Source: an optimization exercise on an open RTL-to-GDS flow (aim: small area, a short achievable clock period and few clock cycles per item). Production flows keep margins and buffers that such runs may drop. Where RTL was checked, it was by simulation tests only, not by an equivalence proof against the original. Power and IR drop assume default switching activity.

## conv_acc
module conv_acc
(
    input  logic        clk,
    input  logic        arst_n,
    input  logic        wb_cyc,
    input  logic        wb_stb,
    input  logic        wb_we,
    input  logic [1:0]  wb_adr,
    input  logic [31:0] wb_dat_i,
    output logic        wb_ack,
    output logic [31:0] wb_dat_o
);
Size in the first run: ~72 I/O pins.
==> module conv_rd_bit, before the edit <==
module conv_rd_bit #(
    parameter bit HAS_ST = 1'b0
)
(
    input  logic [1:0] adr,
    input  logic [1:0] adr_n,
    input  logic       res,
    input  logic       st,
    output logic       dat
);
    if (HAS_ST) begin : g_st
        assign dat = (adr[0] && adr_n[1] && res) || (adr[1] && adr_n[0] && st);
    end else begin : g_res
        assign dat = adr[0] && adr_n[1] && res;
    end
endmodule
==> module conv_acc, before the edit <==
module conv_acc
(
    input  logic        clk,
    input  logic        arst_n,
    input  logic        wb_cyc,
    input  logic        wb_stb,
    input  logic        wb_we,
    input  logic [1:0]  wb_adr,
    input  logic [31:0] wb_dat_i,
    output logic        wb_ack,
    output logic [31:0] wb_dat_o
);
    localparam int DEPTH = conv_pkg::RES_DEPTH - 1;
    logic               req;
    logic               wr_operand;
    logic               rd_result;
    logic               wr_clear;
    logic               accept;
    logic               pop;
    logic               full;
    conv_pkg::operand_t op;
    logic [15:0]        cs_a;
    logic [15:0]        cs_b;
    logic               cs_c;
    logic               stage_v;
    logic [15:0]        st_a;
    logic [15:0]        st_b;
    logic               st_c;
    logic [15:0]        mac;
    logic               head_v;
    logic [15:0]        head;
    logic [15:0]        mem [DEPTH];
    logic [4:0]         nrsel;
    logic [4:0]         rsel;
    logic               more;
    logic               shift;
    logic               take;
    logic               head_en;
    logic [DEPTH-1:0]   pick;
    logic [15:0]        oldest;
    logic [15:0]        head_d;
    logic               overflow;
    logic               underflow;
    logic               busy;
    logic [3:0]         status;
    logic [1:0]         adr_n;
    assign req        = wb_cyc && wb_stb;
    assign wb_ack     = req;
    assign wr_operand = req &&  wb_we && !wb_adr[1] && !wb_adr[0];
    assign rd_result  = req && !wb_we && !wb_adr[1] &&  wb_adr[0];
    assign wr_clear   = req &&  wb_we &&  wb_adr[1] &&  wb_adr[0];
    assign rsel   = ~nrsel;
    assign more   = !rsel[4];
    assign full   = head_v && ((rsel == 5'd14) || (stage_v && (rsel == 5'd13)));
    assign accept = wr_operand && !full;
    assign pop    = rd_result && head_v;
    assign shift   = stage_v && head_v && (more || !pop);
    assign take    = pop && more;
    assign head_en = pop || (stage_v && !head_v);
    always_ff @(posedge clk or negedge arst_n) begin
        if (!arst_n) begin
            stage_v   <= 1'b0;
            head_v    <= 1'b0;
            nrsel     <= '0;
            overflow  <= 1'b0;
            underflow <= 1'b0;
        end else begin
            stage_v <= accept;
            if (pop && !more && !stage_v) begin
                head_v <= 1'b0;
            end else if (stage_v) begin
                head_v <= 1'b1;
            end
            case ({shift, take})
                2'b10:   nrsel <= nrsel - 1'b1;
                2'b01:   nrsel <= nrsel + 1'b1;
                default: nrsel <= nrsel;
            endcase
            if (wr_clear) begin
                overflow  <= 1'b0;
                underflow <= 1'b0;
            end else begin
                if (wr_operand && full)   overflow  <= 1'b1;
                if (rd_result && !head_v) underflow <= 1'b1;
            end
        end
    end
    assign op = conv_pkg::operand_t'(wb_dat_i);
    conv_mac_cs u_mac (
        .f     (op.fltr),
        .x     (op.ifmap),
        .psum  (op.psum),
        .row_a (cs_a),
        .row_b (cs_b),
        .cin   (cs_c)
    );
    always_ff @(posedge clk) begin
        st_a <= cs_a;
        st_b <= cs_b;
        st_c <= cs_c;
    end
    conv_add16 u_add (
        .a  (st_a),
        .b  (st_b),
        .ci (st_c),
        .s  (mac)
    );
    always_comb begin
        for (int i = 0; i < DEPTH; i++) begin
            pick[i] = (rsel[3:0] == i);
        end
    end
    for (genvar b = 0; b < 16; b++) begin : g_pick
        logic [DEPTH-1:0] col;
        for (genvar i = 0; i < DEPTH; i++) begin : g_col
            assign col[i] = mem[i][b];
        end
        conv_pick #(.N(DEPTH)) u_pick (
            .sel (pick),
            .d   (col),
            .q   (oldest[b])
        );
    end
    assign head_d = more ? oldest : (stage_v ? mac : 16'd0);
    always_ff @(posedge clk or negedge arst_n) begin
        if (!arst_n) begin
            head <= '0;
        end else if (head_en) begin
            head <= head_d;
        end
    end
    always_ff @(posedge clk) begin
        if (shift) begin
            mem[0] <= mac;
            for (int i = 1; i < DEPTH; i++) begin
                mem[i] <= mem[i-1];
            end
        end
    end
    assign adr_n  = ~wb_adr;
    assign busy   = head_v || stage_v;
    assign status = {busy, !busy, underflow, overflow};
    for (genvar b = 0; b < 16; b++) begin : g_rd
        conv_rd_bit #(.HAS_ST(b < 4)) u_rd (
            .adr    (wb_adr),
            .adr_n  (adr_n),
            .res    (head[b]),
            .st     ((b < 4) ? status[b % 4] : 1'b0),
            .dat    (wb_dat_o[b])
        );
    end
    assign wb_dat_o[31:16] = '0;
endmodule
Settings: LEC_CHECK=0, CAP_MARGIN=20, CORE_MARGIN=2, CORE_UTILIZATION=70, CTS_BUF_LIST=sky130_fd_sc_hd__clkbuf_16, CTS_CLUSTER_DIAMETER=120, CTS_CLUSTER_SIZE=30, SETUP_SLACK_MARGIN=3.8, SLEW_MARGIN=20, SYNTH_HIERARCHICAL=1, TNS_END_PERCENT=100; clock period 7.0 ns.
run.sh (not shown) runs the stock make flow with config.mk's settings and CLKGATE_MAP_FILE= SYNTH_SCRIPT=/design/flow/synth_recipe.tcl, a recipe that flattens the netlist after the stock synthesis.
The starting point ran to the end with no violations.
Next try:
--- a/flow/design.v
+++ b/flow/design.v
@@ -449,5 +449,4 @@
 (
     input  logic [1:0] adr,
-    input  logic [1:0] adr_n,
     input  logic       res,
     input  logic       st,
@@ -455,7 +454,7 @@
 );
     if (HAS_ST) begin : g_st
-        assign dat = (adr[0] && adr_n[1] && res) || (adr[1] && adr_n[0] && st);
+        assign dat = (adr[0] && !adr[1] && res) || (adr[1] && !adr[0] && st);
     end else begin : g_res
-        assign dat = adr[0] && adr_n[1] && res;
+        assign dat = adr[0] && !adr[1] && res;
     end
 endmodule
@@ -515,5 +514,4 @@
     logic               busy;
     logic [3:0]         status;
-    logic [1:0]         adr_n;
     assign req        = wb_cyc && wb_stb;
     assign wb_ack     = req;
@@ -528,5 +526,5 @@
     assign shift   = stage_v && head_v && (more || !pop);
     assign take    = pop && more;
-    assign head_en = pop || (stage_v && !head_v);
+    assign head_en = pop || !head_v;
     always_ff @(posedge clk or negedge arst_n) begin
         if (!arst_n) begin
@@ -594,8 +592,6 @@
     end
     assign head_d = more ? oldest : (stage_v ? mac : 16'd0);
-    always_ff @(posedge clk or negedge arst_n) begin
-        if (!arst_n) begin
-            head <= '0;
-        end else if (head_en) begin
+    always_ff @(posedge clk) begin
+        if (head_en) begin
             head <= head_d;
         end
@@ -609,5 +605,4 @@
         end
     end
-    assign adr_n  = ~wb_adr;
     assign busy   = head_v || stage_v;
     assign status = {busy, !busy, underflow, overflow};
@@ -615,5 +610,4 @@
         conv_rd_bit #(.HAS_ST(b < 4)) u_rd (
             .adr    (wb_adr),
-            .adr_n  (adr_n),
             .res    (head[b]),
             .st     ((b < 4) ? status[b % 4] : 1'b0),
What happened:
- core utilization hardly moves
- synthesized cell count drops by 4.7%
- final area drops by 0.33%
- die area drops by about 0.7%
- power drops by 3.8%
- area after synthesis drops by about 0.7%
- critical path depth is unchanged
- sequential share of layout area climbs by 0.77 points
No run of this note included a check of the RTL's function; only the layout flow was run.

Another version of the RTL of conv_acc (not shown whole).
For scale: roughly 1100 cells after synthesis, roughly 300 flip-flops, roughly 72 I/O pins, about 14000 µm² of cells after synthesis.
==> module conv_acc, before the edit <==
module conv_acc
(
    input  logic        clk,
    input  logic        arst_n,
    input  logic        wb_cyc,
    input  logic        wb_stb,
    input  logic        wb_we,
    input  logic [1:0]  wb_adr,
    input  logic [31:0] wb_dat_i,
    output logic        wb_ack,
    output logic [31:0] wb_dat_o
);
    localparam int DEPTH = conv_pkg::RES_DEPTH - 1;
    logic               req;
    logic               wr_operand;
    logic               rd_result;
    logic               wr_clear;
    logic               accept;
    logic               pop;
    logic               full;
    conv_pkg::operand_t op;
    logic [15:0]        cs_a;
    logic [15:0]        cs_b;
    logic               stage_v;
    logic [15:0]        st_a;
    logic [15:0]        st_b;
    logic [15:0]        mac;
    logic               head_v;
    logic [15:0]        head;
    logic [15:0]        mem [DEPTH];
    logic [4:0]         rsel;
    logic               more;
    logic               shift;
    logic               take;
    logic               head_en;
    logic [15:0]        head_d;
    logic               overflow;
    logic               underflow;
    logic               busy;
    logic [15:0]        rd_res;
    logic [3:0]         rd_st;
    logic [3:0]         status;
    assign req        = wb_cyc && wb_stb;
    assign wb_ack     = req;
    assign wr_operand = req &&  wb_we && !wb_adr[1] && !wb_adr[0];
    assign rd_result  = req && !wb_we && !wb_adr[1] &&  wb_adr[0];
    assign wr_clear   = req &&  wb_we &&  wb_adr[1] &&  wb_adr[0];
    assign more   = !rsel[4];
    assign full   = head_v && ((rsel == 5'd14) || (stage_v && (rsel == 5'd13)));
    assign accept = wr_operand && !full;
    assign pop    = rd_result && head_v;
    assign shift   = stage_v && head_v && (more || !pop);
    assign take    = pop && more;
    assign head_en = take || (stage_v && (!head_v || pop));
    assign head_d  = take ? mem[rsel[3:0]] : mac;
    always_ff @(posedge clk or negedge arst_n) begin
        if (!arst_n) begin
            stage_v   <= 1'b0;
            head_v    <= 1'b0;
            rsel      <= '1;
            overflow  <= 1'b0;
            underflow <= 1'b0;
        end else begin
            stage_v <= accept;
            if (pop && !more && !stage_v) begin
                head_v <= 1'b0;
            end else if (stage_v) begin
                head_v <= 1'b1;
            end
            case ({shift, take})
                2'b10:   rsel <= rsel + 1'b1;
                2'b01:   rsel <= rsel - 1'b1;
                default: rsel <= rsel;
            endcase
            if (wr_clear) begin
                overflow  <= 1'b0;
                underflow <= 1'b0;
            end else begin
                if (wr_operand && full)   overflow  <= 1'b1;
                if (rd_result && !head_v) underflow <= 1'b1;
            end
        end
    end
    assign op = conv_pkg::operand_t'(wb_dat_i);
    conv_mac_cs u_mac (
        .f     (op.fltr),
        .x     (op.ifmap),
        .psum  (op.psum),
        .row_a (cs_a),
        .row_b (cs_b)
    );
    always_ff @(posedge clk) begin
        st_a <= cs_a;
        st_b <= cs_b;
    end
    assign mac = st_a + st_b;
    always_ff @(posedge clk) begin
        if (head_en) begin
            head <= head_d;
        end
    end
    always_ff @(posedge clk) begin
        if (shift) begin
            mem[0] <= mac;
            for (int i = 1; i < DEPTH; i++) begin
                mem[i] <= mem[i-1];
            end
        end
    end
    assign busy   = head_v || stage_v;
    assign status = {busy, !busy, underflow, overflow};
    assign rd_res   = {16{wb_adr[0] && !wb_adr[1]}} & {16{head_v}} & head;
    assign rd_st    = {4{wb_adr[1] && !wb_adr[0]}} & status;
    assign wb_dat_o = {16'd0, rd_res[15:4], rd_res[3:0] | rd_st};
endmodule
clock: 7.0 ns
lec_check: 0
cap_margin: 20
core_margin: 2
core_utilization: 60
setup_slack_margin: 3.6
slew_margin: 20
tns_end_percent: 100
Then changed:
--- a/flow/design.v
+++ b/flow/design.v
@@ -303,16 +303,14 @@
     logic [15:0]        head_d;
     logic               overflow;
     logic               underflow;
     logic               busy;
-    logic [15:0]        rd_res;
-    logic [3:0]         rd_st;
     logic [3:0]         status;
     assign req        = wb_cyc && wb_stb;
     assign wb_ack     = req;
-    assign wr_operand = req &&  wb_we && !wb_adr[1] && !wb_adr[0];
-    assign rd_result  = req && !wb_we && !wb_adr[1] &&  wb_adr[0];
-    assign wr_clear   = req &&  wb_we &&  wb_adr[1] &&  wb_adr[0];
+    assign wr_operand = req &&  wb_we && (wb_adr == conv_pkg::ADR_OPERAND);
+    assign rd_result  = req && !wb_we && (wb_adr == conv_pkg::ADR_RESULT);
+    assign wr_clear   = req &&  wb_we && (wb_adr == conv_pkg::ADR_CLEAR);
     assign more   = !rsel[4];
     assign full   = head_v && ((rsel == 5'd14) || (stage_v && (rsel == 5'd13)));
     assign accept = wr_operand && !full;
     assign pop    = rd_result && head_v;
@@ -375,8 +373,13 @@
         end
     end
     assign busy   = head_v || stage_v;
     assign status = {busy, !busy, underflow, overflow};
-    assign rd_res   = {16{wb_adr[0] && !wb_adr[1]}} & {16{head_v}} & head;
-    assign rd_st    = {4{wb_adr[1] && !wb_adr[0]}} & status;
-    assign wb_dat_o = {16'd0, rd_res[15:4], rd_res[3:0] | rd_st};
+    always_comb begin
+        wb_dat_o = '0;
+        case (wb_adr)
+            conv_pkg::ADR_RESULT: wb_dat_o[15:0] = head_v ? head : 16'd0;
+            conv_pkg::ADR_STATUS: wb_dat_o[3:0]  = status;
+            default:              wb_dat_o       = '0;
+        endcase
+    end
 endmodule
Flip-flop and latch count does not change.
Via count drops by a few percent.
Worst setup slack loses 0.080 ns.
Final area went down slightly.
Utilization fell by 0.59 points.
Maximum frequency came out lower by a few percent.
Global-route usage is lower by 2.2 points.
Power shrinks by a few percent.
Combinational power goes down by a little under a tenth.
Sequential power barely changes.
Wire length shrinks by a few percent.
First-iteration DRC count drops by a little under a tenth.
No functional check of the RTL was part of any run of this note.

## epsilon
conv_acc with an RTL version that a note above also has.
Size in the first run: roughly 13,000 sq um of cells after synthesis.
==> module conv_acc, before the edit <==
module conv_acc
(
    input  logic        clk,
    input  logic        arst_n,
    input  logic        wb_cyc,
    input  logic        wb_stb,
    input  logic        wb_we,
    input  logic [1:0]  wb_adr,
    input  logic [31:0] wb_dat_i,
    output logic        wb_ack,
    output logic [31:0] wb_dat_o
);
    localparam int DEPTH = conv_pkg::RES_DEPTH - 1;
    logic               req;
    logic               wr_operand;
    logic               rd_result;
    logic               wr_clear;
    logic               accept;
    logic               pop;
    logic               full;
    conv_pkg::operand_t op;
    logic [15:0]        cs_a;
    logic [15:0]        cs_b;
    logic               cs_c;
    logic               stage_v;
    logic [15:0]        st_a;
    logic [15:0]        st_b;
    logic               st_c;
    logic [15:0]        mac;
    logic               head_v;
    logic [15:0]        head;
    logic [15:0]        mem [DEPTH];
    logic [4:0]         nrsel;
    logic [4:0]         rsel;
    logic               more;
    logic               shift;
    logic               take;
    logic               head_en;
    logic [DEPTH-1:0]   pick;
    logic [15:0]        oldest;
    logic [15:0]        head_d;
    logic               overflow;
    logic               underflow;
    logic               busy;
    logic [3:0]         status;
    assign req        = wb_cyc && wb_stb;
    assign wb_ack     = req;
    assign wr_operand = req &&  wb_we && !wb_adr[1] && !wb_adr[0];
    assign rd_result  = req && !wb_we && !wb_adr[1] &&  wb_adr[0];
    assign wr_clear   = req &&  wb_we &&  wb_adr[1] &&  wb_adr[0];
    assign rsel   = ~nrsel;
    assign more   = !rsel[4];
    assign full   = head_v && ((rsel == 5'd14) || (stage_v && (rsel == 5'd13)));
    assign accept = wr_operand && !full;
    assign pop    = rd_result && head_v;
    assign shift   = stage_v && head_v && (more || !pop);
    assign take    = pop && more;
    assign head_en = pop || !head_v;
    always_ff @(posedge clk or negedge arst_n) begin
        if (!arst_n) begin
            stage_v   <= 1'b0;
            head_v    <= 1'b0;
            nrsel     <= '0;
            overflow  <= 1'b0;
            underflow <= 1'b0;
        end else begin
            stage_v <= accept;
            if (pop && !more && !stage_v) begin
                head_v <= 1'b0;
            end else if (stage_v) begin
                head_v <= 1'b1;
            end
            case ({shift, take})
                2'b10:   nrsel <= nrsel - 1'b1;
                2'b01:   nrsel <= nrsel + 1'b1;
                default: nrsel <= nrsel;
            endcase
            if (wr_clear) begin
                overflow  <= 1'b0;
                underflow <= 1'b0;
            end else begin
                if (wr_operand && full)   overflow  <= 1'b1;
                if (rd_result && !head_v) underflow <= 1'b1;
            end
        end
    end
    assign op = conv_pkg::operand_t'(wb_dat_i);
    conv_mac_cs u_mac (
        .f     (op.fltr),
        .x     (op.ifmap),
        .psum  (op.psum),
        .row_a (cs_a),
        .row_b (cs_b),
        .cin   (cs_c)
    );
    always_ff @(posedge clk) begin
        st_a <= cs_a;
        st_b <= cs_b;
        st_c <= cs_c;
    end
    conv_add16 u_add (
        .a  (st_a),
        .b  (st_b),
        .ci (st_c),
        .s  (mac)
    );
    always_comb begin
        for (int i = 0; i < DEPTH; i++) begin
            pick[i] = (rsel[3:0] == i);
        end
    end
    for (genvar b = 0; b < 16; b++) begin : g_pick
        logic [DEPTH-1:0] col;
        for (genvar i = 0; i < DEPTH; i++) begin : g_col
            assign col[i] = mem[i][b];
        end
        conv_pick #(.N(DEPTH)) u_pick (
            .sel (pick),
            .d   (col),
            .q   (oldest[b])
        );
    end
    assign head_d = more ? oldest : (stage_v ? mac : 16'd0);
    always_ff @(posedge clk) begin
        if (head_en) begin
            head <= head_d;
        end
    end
    always_ff @(posedge clk) begin
        if (shift) begin
            mem[0] <= mac;
            for (int i = 1; i < DEPTH; i++) begin
                mem[i] <= mem[i-1];
            end
        end
    end
    assign busy   = head_v || stage_v;
    assign status = {busy, !busy, underflow, overflow};
    for (genvar b = 0; b < 16; b++) begin : g_rd
        conv_rd_bit #(.HAS_ST(b < 4)) u_rd (
            .adr    (wb_adr),
            .res    (head[b]),
            .st     ((b < 4) ? status[b % 4] : 1'b0),
            .dat    (wb_dat_o[b])
        );
    end
    assign wb_dat_o[31:16] = '0;
endmodule
==> flow/config.mk <==
export PLATFORM = sky130hd
export DESIGN_NAME = conv_acc
export DESIGN_NICKNAME = conv_acc
export VERILOG_FILES = /design/flow/design.v
export SDC_FILE = /design/flow/constraint.sdc
export NUM_CORES = 4
export LEC_CHECK = 0
export CAP_MARGIN = 20
export CORE_MARGIN = 2
export CORE_UTILIZATION = 60
export CTS_BUF_LIST = sky130_fd_sc_hd__clkbuf_16
export CTS_CLUSTER_DIAMETER = 120
export CTS_CLUSTER_SIZE = 30
export SETUP_SLACK_MARGIN = 3.8
export SLEW_MARGIN = 20
export SYNTH_HIERARCHICAL = 1
export TNS_END_PERCENT = 100
==> flow/constraint.sdc <==
create_clock -name core_clock -period 7.0 [get_ports {clk}]
set_input_delay 1.4000 -clock core_clock [delete_from_list [all_inputs] [get_ports {clk}]]
set_output_delay 1.4000 -clock core_clock [all_outputs]
set_load 0.01 [all_outputs]
The flow did not stop early for epsilon: all stages ran, and the layout cleared the timing, DRC and antenna checks.
--- input diff epsilon..delta ---
--- a/flow/design.v
+++ b/flow/design.v
@@ -526,5 +526,5 @@
     assign shift   = stage_v && head_v && (more || !pop);
     assign take    = pop && more;
-    assign head_en = pop || !head_v;
+    assign head_en = pop || (stage_v && !head_v);
     always_ff @(posedge clk or negedge arst_n) begin
         if (!arst_n) begin
@@ -592,6 +592,8 @@
     end
     assign head_d = more ? oldest : (stage_v ? mac : 16'd0);
-    always_ff @(posedge clk) begin
-        if (head_en) begin
+    always_ff @(posedge clk or negedge arst_n) begin
+        if (!arst_n) begin
+            head <= '0;
+        end else if (head_en) begin
             head <= head_d;
         end
==> comparison <==
Number of vias per cell ends up lower on delta.
Wire length the detailed router placed on met1: delta > epsilon
The final reports for delta and epsilon show sequential power higher in the former.
NOTE cell count after synthesis epsilon->delta increased by a few percent
epsilon and delta ended up with nearly the same final non-filler cell area.
Testbench counts of delta, summed over its fixed seeds: cycles 9,600, items 3,200.
Only the layout flow was run in epsilon; the RTL was not checked for function there.

static timing again, ports no longer ideal:
How much do the figures lean on ideal ports? The routed layouts below were timed once more, with nothing changed but the port constraints.
Step 1 sets driving cells, clkbuf_16 on the clock port and buf_2 on the other inputs (assumed; they add their load-dependent delay and slew).
Step 2 also shifts input and output timing later by t, the mid clock arrival at the registers, as if the neighbouring blocks saw the same clock.
Three values: ideal, step 1, step 2; two values: the first two.
run	shift t [ns]	setup slack, ns	hold WS [ns]	slew at the worst register clock pin (ns)
the first run of note 1	0.532	3.448 / 3.382 / 3.277	0.448 / 0.448 / 0.448	0.12 / 0.12
the second run of note 1	0.521	3.543 / 3.488 / 3.293	0.459 / 0.459 / 0.459	0.12 / 0.12
the first run of note 2	0.587	3.381 / 3.343 / 3.017	0.430 / 0.430 / 0.430	0.07 / 0.07
the second run of note 2	0.594	3.301 / 3.248 / 2.970	0.446 / 0.446 / 0.446	0.06 / 0.06
epsilon	0.522	3.538 / 3.410 / 3.259	0.447 / 0.447 / 0.447	0.12 / 0.12
delta	0.525	3.717 / 3.484 / 3.126	0.458 / 0.458 / 0.458	0.11 / 0.11
After both steps every run listed still meets setup and hold. The setup slack of delta, which loses most, moves by -0.233 ns with the drivers and by -0.591 ns with both steps.
